Context: an optimization exercise on an open-source flow, tuned for a short achievable clock period and few clock cycles. The choices shown serve that exercise and are no tape-out recipe.
In this exercise RTL edits were held to simulation tests only and were not proved equivalent to the original.
Power and IR drop assume default switching activity.

`flow/config.mk`:
```
export PLATFORM = sky130hd
export DESIGN_NAME = micro_riscv_top
export DESIGN_NICKNAME = micro_riscv_top
export VERILOG_FILES = /design/flow/design.v
export SDC_FILE = /design/flow/constraint.sdc
export NUM_CORES = 8
export LEC_CHECK = 0
export CAP_MARGIN = 20
export CORE_MARGIN = 2
export CORE_UTILIZATION = 25
export SLEW_MARGIN = 20
```
`flow/constraint.sdc`:
```
create_clock -name core_clock -period 8.0 [get_ports {clk_i}]
set_input_delay 1.6000 -clock core_clock [delete_from_list [all_inputs] [get_ports {clk_i}]]
set_output_delay 1.6000 -clock core_clock [all_outputs]
set_load 0.01 [all_outputs]
```
`flow/run.sh`:
```
#!/bin/bash
# synth_recipe.tcl (not shown) runs the flow's synth.tcl, then flattens the netlist and writes it again
# the make line also repeats each setting of config.mk as NAME=value (left out here)
make -C /OpenROAD-flow-scripts/flow DESIGN_CONFIG=/design/flow/config.mk WORK_HOME=/design/flow/orfs CLKGATE_MAP_FILE= SYNTH_SCRIPT=/design/flow/synth_recipe.tcl finish
```
`flow/design.v`:
```
package riscv_isa_pkg;
  localparam int INSN_W     = 32;
  localparam int REG_ADDR_W = 5;
  typedef enum logic [6:0] {
    OPC_JAL    = 7'b110_1111,
    OPC_JALR   = 7'b110_0111,
    OPC_BRANCH = 7'b110_0011,
    OPC_LOAD   = 7'b000_0011,
    OPC_STORE  = 7'b010_0011,
    OPC_IMM    = 7'b001_0011,
    OPC_ALSU   = 7'b011_0011,
    OPC_SYSTEM = 7'b111_0011
  } opcode_t;
  localparam logic [2:0] F3_ADD = 3'b000;
  localparam logic [2:0] F3_XOR = 3'b100;
  localparam logic [2:0] F3_OR  = 3'b110;
  localparam logic [2:0] F3_AND = 3'b111;
  localparam logic [2:0] F3_BEQ = 3'b000;
  localparam logic [2:0] F3_BNE = 3'b001;
  localparam logic [2:0] F3_BLT = 3'b100;
  localparam logic [2:0] F3_BGE = 3'b101;
  localparam logic [6:0] F7_BASE = 7'b000_0000;
  localparam logic [6:0] F7_ALT  = 7'b010_0000;
  localparam logic [31:0] EBREAK_WORD = 32'h0010_0073;
  typedef enum logic [1:0] {
    IMM_I,
    IMM_S,
    IMM_B,
    IMM_J
  } imm_kind_t;
endpackage
package core_pkg;
  localparam int XLEN     = 32;
  localparam int NUM_REGS = 32;
  localparam logic [XLEN-1:0] RESET_ADDR = '0;
  localparam logic [XLEN-1:0] NOP_WORD = 32'h0000_0013;
  typedef enum logic [3:0] {
    ALU_ADD,
    ALU_SUB,
    ALU_XOR,
    ALU_OR,
    ALU_AND,
    ALU_EQ,
    ALU_NE,
    ALU_LTS,
    ALU_GES
  } alu_op_t;
  typedef struct packed {
    alu_op_t alu_op;
    logic    use_imm;
    logic    is_branch;
    logic    is_jump;
    logic    jump_reg_base;
    logic    mem_read;
    logic    mem_write;
    logic    reg_write;
    logic    mem_to_reg;
    logic    halt;
  } ctrl_t;
  localparam int CTRL_W = 13;   
endpackage
`timescale 1ns/10ps
import core_pkg::*;
module fetch_stage (
  input  logic            clk_i,
  input  logic            reset_i,
  input  logic            redirect_i,
  input  logic [XLEN-1:0] target_pc_i,
  input  logic            halt_i,
  input  logic [XLEN-1:0] instr_rdata_i,
  output logic [XLEN-1:0] instr_addr_o,
  output logic [XLEN-1:0] pc_o,
  output logic [XLEN-1:0] instr_o
);
  logic [XLEN-1:0] pc_p, pc_n;
  logic [XLEN-1:0] if_pc_p;
  logic [XLEN-1:0] if_instr_p;
  always_comb begin
    if (halt_i) begin
      pc_n = pc_p;
    end else if (redirect_i) begin
      pc_n = target_pc_i;
    end else begin
      pc_n = pc_p + XLEN'(4);
    end
  end
  always_ff @(posedge clk_i or posedge reset_i) begin
    if (reset_i) begin
      pc_p       <= RESET_ADDR;
      if_instr_p <= NOP_WORD;
    end else begin
      pc_p       <= pc_n;
      if_instr_p <= redirect_i ? NOP_WORD : instr_rdata_i;
    end
  end
  always_ff @(posedge clk_i) begin
    if_pc_p <= pc_p;
  end
  assign instr_addr_o = pc_p;
  assign pc_o         = if_pc_p;
  assign instr_o      = if_instr_p;
endmodule
`timescale 1ns/10ps
import core_pkg::*;
import riscv_isa_pkg::*;
module register_file (
  input  logic                  clk_i,
  input  logic                  reset_i,
  input  logic [REG_ADDR_W-1:0] rs1_i,
  input  logic [REG_ADDR_W-1:0] rs2_i,
  output logic [XLEN-1:0]       rs1_data_o,
  output logic [XLEN-1:0]       rs2_data_o,
  input  logic                  we_i,
  input  logic [REG_ADDR_W-1:0] rd_i,
  input  logic [XLEN-1:0]       wd_i
);
  logic [XLEN-1:0] regs_p [NUM_REGS];
  always_ff @(posedge clk_i or posedge reset_i) begin
    if (reset_i) begin
      for (int i = 0; i < NUM_REGS; i++) begin
        regs_p[i] <= '0;
      end
    end else if (we_i && (rd_i != '0)) begin
      regs_p[rd_i] <= wd_i;
    end
  end
  assign rs1_data_o = regs_p[rs1_i];
  assign rs2_data_o = regs_p[rs2_i];
endmodule
`timescale 1ns/10ps
import core_pkg::*;
import riscv_isa_pkg::*;
module decode_stage (
  input  logic                  clk_i,
  input  logic                  reset_i,
  input  logic [XLEN-1:0]       pc_i,
  input  logic [XLEN-1:0]       instr_i,
  input  logic                  redirect_i,
  input  logic                  halt_i,
  output logic [REG_ADDR_W-1:0] rs1_o,
  output logic [REG_ADDR_W-1:0] rs2_o,
  input  logic [XLEN-1:0]       rs1_data_i,
  input  logic [XLEN-1:0]       rs2_data_i,
  input  logic                  wb_we_i,
  input  logic [REG_ADDR_W-1:0] wb_rd_i,
  input  logic [XLEN-1:0]       wb_data_i,
  output logic [CTRL_W-1:0]     id_ex_ctrl,
  output logic [XLEN-1:0]       id_ex_pc,
  output logic [XLEN-1:0]       id_ex_rs1_data,
  output logic [XLEN-1:0]       id_ex_rs2_data,
  output logic [XLEN-1:0]       id_ex_imm,
  output logic [REG_ADDR_W-1:0] id_ex_rd,
  output logic [REG_ADDR_W-1:0] id_ex_rs1,
  output logic [REG_ADDR_W-1:0] id_ex_rs2
);
  logic [INSN_W-1:0]     insn;
  riscv_isa_pkg::opcode_t               opcode;
  logic [2:0]            funct3;
  logic [6:0]            funct7;
  logic [REG_ADDR_W-1:0] rd, rs1_field, rs2_field;
  logic                  rs1_used, rs2_used, illegal;
  riscv_isa_pkg::imm_kind_t             imm_kind;
  core_pkg::ctrl_t                 ctrl_n;
  logic [XLEN-1:0]       imm_n;
  logic [XLEN-1:0]       rs1_val, rs2_val;
  assign insn      = instr_i;
  assign opcode    = riscv_isa_pkg::opcode_t'(insn[6:0]);
  assign funct3    = insn[14:12];
  assign funct7    = insn[31:25];
  assign rd        = insn[11:7];
  assign rs1_field = insn[19:15];
  assign rs2_field = insn[24:20];
  assign rs1_o = rs1_used ? rs1_field : '0;
  assign rs2_o = rs2_used ? rs2_field : '0;
  always_comb begin
    ctrl_n   = '0;
    imm_kind = IMM_I;
    rs1_used = 1'b0;
    rs2_used = 1'b0;
    illegal  = 1'b0;
    case (opcode)
      OPC_JAL: begin
        imm_kind         = IMM_J;
        ctrl_n.is_jump   = 1'b1;
        ctrl_n.reg_write = 1'b1;
      end
      OPC_JALR: begin
        rs1_used             = 1'b1;
        ctrl_n.is_jump       = 1'b1;
        ctrl_n.jump_reg_base = 1'b1;
        ctrl_n.reg_write     = 1'b1;
      end
      OPC_BRANCH: begin
        imm_kind         = IMM_B;
        rs1_used         = 1'b1;
        rs2_used         = 1'b1;
        ctrl_n.is_branch = 1'b1;
        case (funct3)
          F3_BEQ:  ctrl_n.alu_op = ALU_EQ;
          F3_BNE:  ctrl_n.alu_op = ALU_NE;
          F3_BLT:  ctrl_n.alu_op = ALU_LTS;
          F3_BGE:  ctrl_n.alu_op = ALU_GES;
          default: illegal = 1'b1;
        endcase
      end
      OPC_LOAD: begin
        rs1_used          = 1'b1;
        ctrl_n.use_imm    = 1'b1;
        ctrl_n.mem_read   = 1'b1;
        ctrl_n.mem_to_reg = 1'b1;
        ctrl_n.reg_write  = 1'b1;
      end
      OPC_STORE: begin
        imm_kind         = IMM_S;
        rs1_used         = 1'b1;
        rs2_used         = 1'b1;
        ctrl_n.use_imm   = 1'b1;
        ctrl_n.mem_write = 1'b1;
      end
      OPC_IMM: begin
        rs1_used         = 1'b1;
        ctrl_n.use_imm   = 1'b1;
        ctrl_n.reg_write = 1'b1;
        if (funct3 != F3_ADD) begin
          illegal = 1'b1;
        end
      end
      OPC_ALSU: begin
        rs1_used         = 1'b1;
        rs2_used         = 1'b1;
        ctrl_n.reg_write = 1'b1;
        case ({funct7, funct3})
          {F7_BASE, F3_ADD}: ctrl_n.alu_op = ALU_ADD;
          {F7_ALT,  F3_ADD}: ctrl_n.alu_op = ALU_SUB;
          {F7_BASE, F3_XOR}: ctrl_n.alu_op = ALU_XOR;
          {F7_BASE, F3_OR }: ctrl_n.alu_op = ALU_OR;
          {F7_BASE, F3_AND}: ctrl_n.alu_op = ALU_AND;
          default:           illegal = 1'b1;
        endcase
      end
      OPC_SYSTEM: begin
        if (insn == EBREAK_WORD) begin
          ctrl_n.halt = 1'b1;
        end else begin
          illegal = 1'b1;
        end
      end
      default: illegal = 1'b1;
    endcase
    if (illegal || redirect_i || halt_i) begin
      ctrl_n   = '0;
      rs1_used = 1'b0;
      rs2_used = 1'b0;
    end
  end
  always_comb begin
    case (imm_kind)
      IMM_S:   imm_n = {{20{insn[31]}}, insn[31:25], insn[11:7]};
      IMM_B:   imm_n = {{19{insn[31]}}, insn[31], insn[7], insn[30:25], insn[11:8], 1'b0};
      IMM_J:   imm_n = {{11{insn[31]}}, insn[31], insn[19:12], insn[20], insn[30:21], 1'b0};
      default: imm_n = {{20{insn[31]}}, insn[31:20]};
    endcase
  end
  assign rs1_val = (wb_we_i && (wb_rd_i != '0) && (wb_rd_i == rs1_o)) ? wb_data_i : rs1_data_i;
  assign rs2_val = (wb_we_i && (wb_rd_i != '0) && (wb_rd_i == rs2_o)) ? wb_data_i : rs2_data_i;
  always_ff @(posedge clk_i or posedge reset_i) begin
    if (reset_i) begin
      id_ex_ctrl <= '0;
    end else begin
      id_ex_ctrl <= ctrl_n;
    end
  end
  always_ff @(posedge clk_i) begin
    id_ex_pc       <= pc_i;
    id_ex_rs1_data <= rs1_val;
    id_ex_rs2_data <= rs2_val;
    id_ex_imm      <= imm_n;
    id_ex_rd       <= rd;
    id_ex_rs1      <= rs1_o;
    id_ex_rs2      <= rs2_o;
  end
endmodule
`timescale 1ns/10ps
import core_pkg::*;
module alu (
  input  logic [XLEN-1:0] a_i,
  input  logic [XLEN-1:0] b_i,
  input  logic [3:0]      op_i,
  output logic [XLEN-1:0] result_o,
  output logic            branch_taken_o
);
  core_pkg::alu_op_t op;
  assign op = core_pkg::alu_op_t'(op_i);
  always_comb begin
    result_o       = '0;
    branch_taken_o = 1'b0;
    case (op)
      ALU_ADD: result_o = a_i + b_i;
      ALU_SUB: result_o = a_i - b_i;
      ALU_XOR: result_o = a_i ^ b_i;
      ALU_OR:  result_o = a_i | b_i;
      ALU_AND: result_o = a_i & b_i;
      ALU_EQ:  branch_taken_o = (a_i == b_i);
      ALU_NE:  branch_taken_o = (a_i != b_i);
      ALU_LTS: branch_taken_o = ($signed(a_i) < $signed(b_i));
      ALU_GES: branch_taken_o = ($signed(a_i) >= $signed(b_i));
    endcase
  end
endmodule
`timescale 1ns/10ps
import core_pkg::*;
import riscv_isa_pkg::*;
module execute_stage (
  input  logic                  clk_i,
  input  logic                  reset_i,
  input  logic [CTRL_W-1:0]     id_ex_ctrl_i,
  input  logic [XLEN-1:0]       id_ex_pc,
  input  logic [XLEN-1:0]       id_ex_rs1_data,
  input  logic [XLEN-1:0]       id_ex_rs2_data,
  input  logic [XLEN-1:0]       id_ex_imm,
  input  logic [REG_ADDR_W-1:0] id_ex_rd,
  input  logic [REG_ADDR_W-1:0] id_ex_rs1,
  input  logic [REG_ADDR_W-1:0] id_ex_rs2,
  input  logic [XLEN-1:0]       data_rdata_i,
  output logic [XLEN-1:0]       data_addr_o,
  output logic [XLEN-1:0]       data_wdata_o,
  output logic                  data_re_o,
  output logic                  data_we_o,
  output logic                  redirect_o,
  output logic [XLEN-1:0]       target_pc_o,
  output logic                  halt_o,
  output logic                  wb_we_o,
  output logic [REG_ADDR_W-1:0] wb_rd_o,
  output logic [XLEN-1:0]       wb_data_o
);
  core_pkg::ctrl_t                 id_ex_ctrl;
  logic [XLEN-1:0]       op_a, rs2_val, op_b;
  logic [XLEN-1:0]       alu_result, target_sum;
  logic                  alu_taken, redirect_n;
  core_pkg::ctrl_t                 ex_ctrl_p;
  logic                  redirect_p;
  logic [XLEN-1:0]       ex_result_p, ex_target_p, ex_store_p, ex_pc_p;
  logic [REG_ADDR_W-1:0] ex_rd_p;
  assign id_ex_ctrl = core_pkg::ctrl_t'(id_ex_ctrl_i);
  assign op_a = (wb_we_o && (wb_rd_o != '0) && (wb_rd_o == id_ex_rs1)) ?
                wb_data_o : id_ex_rs1_data;
  assign rs2_val = (wb_we_o && (wb_rd_o != '0) && (wb_rd_o == id_ex_rs2)) ?
                   wb_data_o : id_ex_rs2_data;
  assign op_b = id_ex_ctrl.use_imm ? id_ex_imm : rs2_val;
  alu u_alu (
    .a_i            (op_a),
    .b_i            (op_b),
    .op_i           (id_ex_ctrl.alu_op),
    .result_o       (alu_result),
    .branch_taken_o (alu_taken)
  );
  assign target_sum = (id_ex_ctrl.jump_reg_base ? op_a : id_ex_pc) + id_ex_imm;
  assign redirect_n = id_ex_ctrl.is_jump | (id_ex_ctrl.is_branch & alu_taken);
  always_ff @(posedge clk_i or posedge reset_i) begin
    if (reset_i) begin
      ex_ctrl_p  <= '0;
      redirect_p <= 1'b0;
    end else if (redirect_o) begin
      ex_ctrl_p  <= '0;
      redirect_p <= 1'b0;
    end else if (!halt_o) begin
      ex_ctrl_p  <= id_ex_ctrl;
      redirect_p <= redirect_n;
    end
  end
  always_ff @(posedge clk_i) begin
    ex_result_p <= alu_result;
    ex_target_p <= {target_sum[XLEN-1:1], 1'b0};
    ex_store_p  <= rs2_val;
    ex_rd_p     <= id_ex_rd;
    ex_pc_p     <= id_ex_pc;
  end
  assign redirect_o  = redirect_p;
  assign target_pc_o = ex_target_p;
  assign halt_o      = ex_ctrl_p.halt;
  assign data_addr_o  = ex_result_p;
  assign data_wdata_o = ex_store_p;
  assign data_re_o    = ex_ctrl_p.mem_read;
  assign data_we_o    = ex_ctrl_p.mem_write;
  assign wb_we_o = ex_ctrl_p.reg_write;
  assign wb_rd_o = ex_rd_p;
  always_comb begin
    if (ex_ctrl_p.is_jump) begin
      wb_data_o = ex_pc_p + XLEN'(4);
    end else if (ex_ctrl_p.mem_to_reg) begin
      wb_data_o = data_rdata_i;
    end else begin
      wb_data_o = ex_result_p;
    end
  end
endmodule
`timescale 1ns/10ps
import core_pkg::*;
import riscv_isa_pkg::*;
module micro_riscv_top (
  input  logic            clk_i,
  input  logic            reset_i,
  output logic [XLEN-1:0] instr_addr_o,
  input  logic [XLEN-1:0] instr_rdata_i,
  output logic [XLEN-1:0] data_addr_o,
  input  logic [XLEN-1:0] data_rdata_i,
  output logic [XLEN-1:0] data_wdata_o,
  output logic            data_re_o,
  output logic            data_we_o,
  output logic            finish_o
);
  logic [XLEN-1:0]       if_pc, if_instr;
  logic                  redirect, halt;
  logic [XLEN-1:0]       target_pc;
  logic [REG_ADDR_W-1:0] rs1_idx, rs2_idx;
  logic [XLEN-1:0]       rs1_data, rs2_data;
  logic                  wb_we;
  logic [REG_ADDR_W-1:0] wb_rd;
  logic [XLEN-1:0]       wb_data;
  logic [CTRL_W-1:0]     id_ex_ctrl;
  logic [XLEN-1:0]       id_ex_pc, id_ex_rs1_data, id_ex_rs2_data, id_ex_imm;
  logic [REG_ADDR_W-1:0] id_ex_rd, id_ex_rs1, id_ex_rs2;
  fetch_stage u_fetch (
    .clk_i         (clk_i),
    .reset_i       (reset_i),
    .redirect_i    (redirect),
    .target_pc_i   (target_pc),
    .halt_i        (halt),
    .instr_rdata_i (instr_rdata_i),
    .instr_addr_o  (instr_addr_o),
    .pc_o          (if_pc),
    .instr_o       (if_instr)
  );
  register_file u_regfile (
    .clk_i      (clk_i),
    .reset_i    (reset_i),
    .rs1_i      (rs1_idx),
    .rs2_i      (rs2_idx),
    .rs1_data_o (rs1_data),
    .rs2_data_o (rs2_data),
    .we_i       (wb_we),
    .rd_i       (wb_rd),
    .wd_i       (wb_data)
  );
  decode_stage u_decode (
    .clk_i      (clk_i),
    .reset_i    (reset_i),
    .pc_i       (if_pc),
    .instr_i    (if_instr),
    .redirect_i (redirect),
    .halt_i     (halt),
    .rs1_o      (rs1_idx),
    .rs2_o      (rs2_idx),
    .rs1_data_i (rs1_data),
    .rs2_data_i (rs2_data),
    .wb_we_i    (wb_we),
    .wb_rd_i    (wb_rd),
    .wb_data_i  (wb_data),
    .id_ex_ctrl       (id_ex_ctrl),
    .id_ex_pc         (id_ex_pc),
    .id_ex_rs1_data   (id_ex_rs1_data),
    .id_ex_rs2_data   (id_ex_rs2_data),
    .id_ex_imm        (id_ex_imm),
    .id_ex_rd         (id_ex_rd),
    .id_ex_rs1        (id_ex_rs1),
    .id_ex_rs2        (id_ex_rs2)
  );
  execute_stage u_execute (
    .clk_i        (clk_i),
    .reset_i      (reset_i),
    .id_ex_ctrl_i     (id_ex_ctrl),
    .id_ex_pc         (id_ex_pc),
    .id_ex_rs1_data   (id_ex_rs1_data),
    .id_ex_rs2_data   (id_ex_rs2_data),
    .id_ex_imm        (id_ex_imm),
    .id_ex_rd         (id_ex_rd),
    .id_ex_rs1        (id_ex_rs1),
    .id_ex_rs2        (id_ex_rs2),
    .data_rdata_i (data_rdata_i),
    .data_addr_o  (data_addr_o),
    .data_wdata_o (data_wdata_o),
    .data_re_o    (data_re_o),
    .data_we_o    (data_we_o),
    .redirect_o   (redirect),
    .target_pc_o  (target_pc),
    .halt_o       (halt),
    .wb_we_o      (wb_we),
    .wb_rd_o      (wb_rd),
    .wb_data_o    (wb_data)
  );
  assign finish_o = halt;
endmodule
```
==> results by group <==
Outcome
  – Status: complete, no violations

STA
  – Max-slew headroom: 7.68%
  – RSZ-0062 raised after global routing: no
  – Fmax: 143 MHz
  – Worst Tran Pin Value: 1.37 ns
  – Final setup vio count: 0
  – Final hold vios: 0
  – Worst hold margin: 0.313 ns
  – Slew Limit Fails: 0
  – Clk_skew: 0.0486 ns
  – Part of the cycle the worst path needs: 87.5%
  – Final min period: 7.00 ns

Yosys
  – Cell variety after synth: 99
  – Ys async rst share: 79.0%
  – Post-Syn Nets: 7,836
  – Top post-synthesis cells by area: dfrtp_1 40%, dfxtp_1 8.5%, o21ai_0 8.1%
  – Adder-Cell Fraction of Synth Area: 2.41%
  – Largest family of logic cells by synthesized area: compound AO/OA/AOI/OAI gates
  – Top post-synthesis cells by count: 1,260 x nand2_1, 1,114 x o21ai_0, 1,102 x dfrtp_1, 589 x clkbuf_1, 514 x a22oi_1
  – Syn avg cell area: 9.01 um^2
  – Xor and xnor fraction of the mapped netlist area: 1.20%
  – Synth Cell Area: 68,800 um^2
  – #FFs+latches synth: 1,398
  – Most common cell in the synthesized netlist: nand2_1
  – Compound-cell area share of the yosys netlist: 23.3%
  – Post-synth EDFFs: 0
  – Post-synthesis sequential area ratio: 48.7%
  – Simple-gate area share of the yosys netlist: 17.3%
  – Yosys warns: 6
  – Post-synth top area share: 40.1%
  – Area leader, netlist: dfrtp_1
  – Synth Instances: 7,639
  – Main flop type after synthesis: dfrtp_1
  – Mux cell area share after synthesis: 2.42%

Die
  – Die Area: 280,000 um^2
  – Chip height: 529 um
  – Core area: 274,000 um^2
  – IO Pins: 165
  – Row Count: 192
  – Initial Utilization: 25.1%
  – DIE WIDTH: 529 um

GRT
  – Initial antenna violation count: 46
  – GR peak layer: met2
  – Met1 Use GR: 34.1%
  – Met2 Usage GRT: 35.4%
  – Largest net degree at the start of global routing: 170
  – Vias in the first global route: 65,600
  – Grt met3 use: 12.3%
  – First-pass GRT wire length: 532,000 um
  – Total global routing overflow: 0
  – Total Routing Usage GR: 26.9%

CTS
  – Post-CTS setup buffer count: 0
  – Clk pin slew, worst setup/hold paths: 0.07 ns
  – H-tree levels: 4
  – Worst-Skew Late Latency: 0.86 ns
  – CTS Buf Count: 159
  – Post-CTS sizing: 0
  – Hold_buf cts: 0
  – Clk root buf: clkbuf_16
  – TritonCTS Sinks: 1,398
  – CTS tree: built
  – Clock Path Buffers: 3

Route
  – Final wirelength: 390,000 um
  – Avg WL per Cell: 34.4 um
  – DRC viols: 0
  – Vias: 70,700
  – Via density: 6.23
  – DR pass1 iterations: 12
  – Routed Antenna Nets: 0
  – DRT iter0 DRCs: 15,400

Final layout
  – Area occupied by multi-input gates: 33,000 um^2
  – Layout cell share with drive strength beyond 1: 11.1%
  – Area Growth Syn to Fin: 18.1%
  – Fillers: 28,500
  – Fin util: 29.7%
  – Register area: 33,500 um^2
  – Post-route cell area: 81,300 um^2
  – Final #Nets: 7,771

Setup path
  – Crit Path Category: flip-flop to flip-flop
  – Worst-path maximum fanout: 32
  – Crit. End Element: flip-flop
  – Critical path launch point type: flip-flop
  – WP data arrival: 7.68 ns
  – Required @ worst endpoint: 8.68 ns

Run
  – Max Cap Violations: 0

Pwr
  – Peak supply drop: 0.191 mV
  – PwrDens: 199 nW/um^2
  – Pleak: 35.8 nW

Placement
  – GPL Wtd Cong: 1.00
  – HPWL after DPL: 246,000 um
  – I/O Buffers: 163
  – Dpl cell area: 75,500 um^2

Hold path
  – Worst Hold Class: flip-flop to flip-flop
## area by class of cell
class | count | area share (%)
Sequential cell | 1398 | 41.2
Multi-Input combinational cell | 5408 | 40.6
Clock buffer | 229 | 5.87
Tap cell | 3589 | 5.52
Timing Repair Buffer | 463 | 5.00
Clock inverter | 66 | 0.972
Inverter | 144 | 0.669
Antenna cell | 45 | 0.138
## placed cells by master, fill, tap and decap left out, types with 20 or more instances in the layout
master,n
nor4_1,48
o22ai_1,44
nand4_1,148
a31oi_1,31
and3_1,231
mux2_2,64
a221oi_1,69
a21o_1,39
a2111oi_0,75
nor2_2,20
nand3_1,236
and2_1,24
nor3_1,61
diode_2,45
a21oi_2,20
clkinv_2,26
mux2i_1,92
dfrtp_1,1097
nor4_4,20
inv_1,141
clkdlybuf4s50_1,163
a222oi_1,101
nand2b_1,23
nor2_4,24
a21oi_1,210
clkbuf_8,38
clkbuf_16,166
clkbuf_1,25
nor2b_1,54
buf_4,284
ha_1,128
nor4_2,26
a22o_1,81
nand2_1,1239
xor2_1,34
dfxtp_1,293
nor2_1,245
o21ai_0,1111
a22oi_1,514
xnor2_1,60
## metrics by stage
stage	setup TNS, ns	power, W	worst slack (ns)	std cells
after floorplan	-9760.00	0.00794	-8.84	7639
after global placement	0	0.00837	1.15	11000
after detailed placement	0	0.00838	1.15	11000
after CTS	0	0.0161	1.35	11300
after global routing	0	0.0165	0.842	11300
final	0	0.0161	1.00	11300
## where the power goes
part | switching (W) | total [W] | internal, W
sequential | 0.000149 | 0.00736 | 0.00722
combinational | 0.000619 | 0.000913 | 0.000293
clock | 0.00328 | 0.00787 | 0.00459
## registers in the layout, indices dropped and copies added, names as in the netlist, 32 cells and up
name and flops:
u_decode.id_ex_rs1_data 32, u_execute.ex_result_p 32, u_fetch.if_instr_p 32, u_decode.id_ex_rs2_data 32
u_regfile.regs_p 1024, u_execute.ex_store_p 32
## cell families after synthesis
kind of cell             after synthesis
AO/OA/AOI/OAI                       2497
XOR/XNOR                              94
adder cells (fa/ha/maj)              131
buffers and inverters                833
flip-flops                          1398
multiplexers                         157
other                                  1
AND/OR/NAND/NOR                     2528
## layer usage
layer	wire [um]	vias up	share of wire [%]
met4	35500	30	9.1
met2	148000	6771	38
met5	228	-	0.058
met3	59900	2001	15
li1	-	27700	-
met1	146000	34100	37
## worst paths after layout
path	from	to	slack [ns]	cells after the start
hold / removal	u_fetch.if_pc_p[17]	u_decode.id_ex_pc[17]	0.31	0
max in group asynchronous	reset_i	u_regfile.regs_p[30][7]	4.74	4
min in group asynchronous	reset_i	u_regfile.regs_p[11][26]	1.37	2
setup reg to reg	u_execute.ex_rd_p[1]	u_execute.redirect_p	1.00	20
hold reg to reg	u_fetch.if_pc_p[17]	u_decode.id_ex_pc[17]	0.31	0
setup / recovery	u_execute.ex_rd_p[1]	u_execute.redirect_p	1.00	20
## worst max-delay path, stage by stage (launching register included)
cell       delay, ns
dfxtp_1         0.89
inv_1           0.36
a21boi_1        0.26
nand4_1         0.14
nor3_2          0.13
buf_4           0.58
mux2_2          0.43
mux2_2          0.29
ha_1            0.24
fa_1            0.47
nor2_1          0.20
o311a_1         0.24
o211ai_1        0.13
buf_4           0.19
o211ai_1        0.61
nand3_1         0.15
nand2b_1        0.17
nand2b_1        0.07
a32oi_1         0.67
o31ai_1         0.11
a2111oi_0       0.47
Testbench counts, summed over its fixed seeds: cycles 93,797.

static timing again, ports no longer ideal:
The flow's constraints put no driver on any port. The routed layout listed below was extracted and timed again, unchanged, in two steps.
Step 1, drivers: a clkbuf_16 drives clk_i and a buf_2 each remaining input, both assumed.
Step 2, shift: input delay + t, output delay - t, t = (earliest + latest rising clock arrival at the registers) / 2. This alone moves slack from input paths to output paths.
a / b / c = ideal / step 1 / step 2; a / b = the first two.
t, ns: 0.927
slack for setup (ns): 1.000 / 1.000 / 0.823
hold WS [ns]: 0.313 / 0.313 / 0.313
worst slew at a driven data input, ns: 0.12
After both steps setup and hold are still met in this run. The setup slack of this run moves by 0.000 ns with the drivers and by -0.177 ns with both steps.
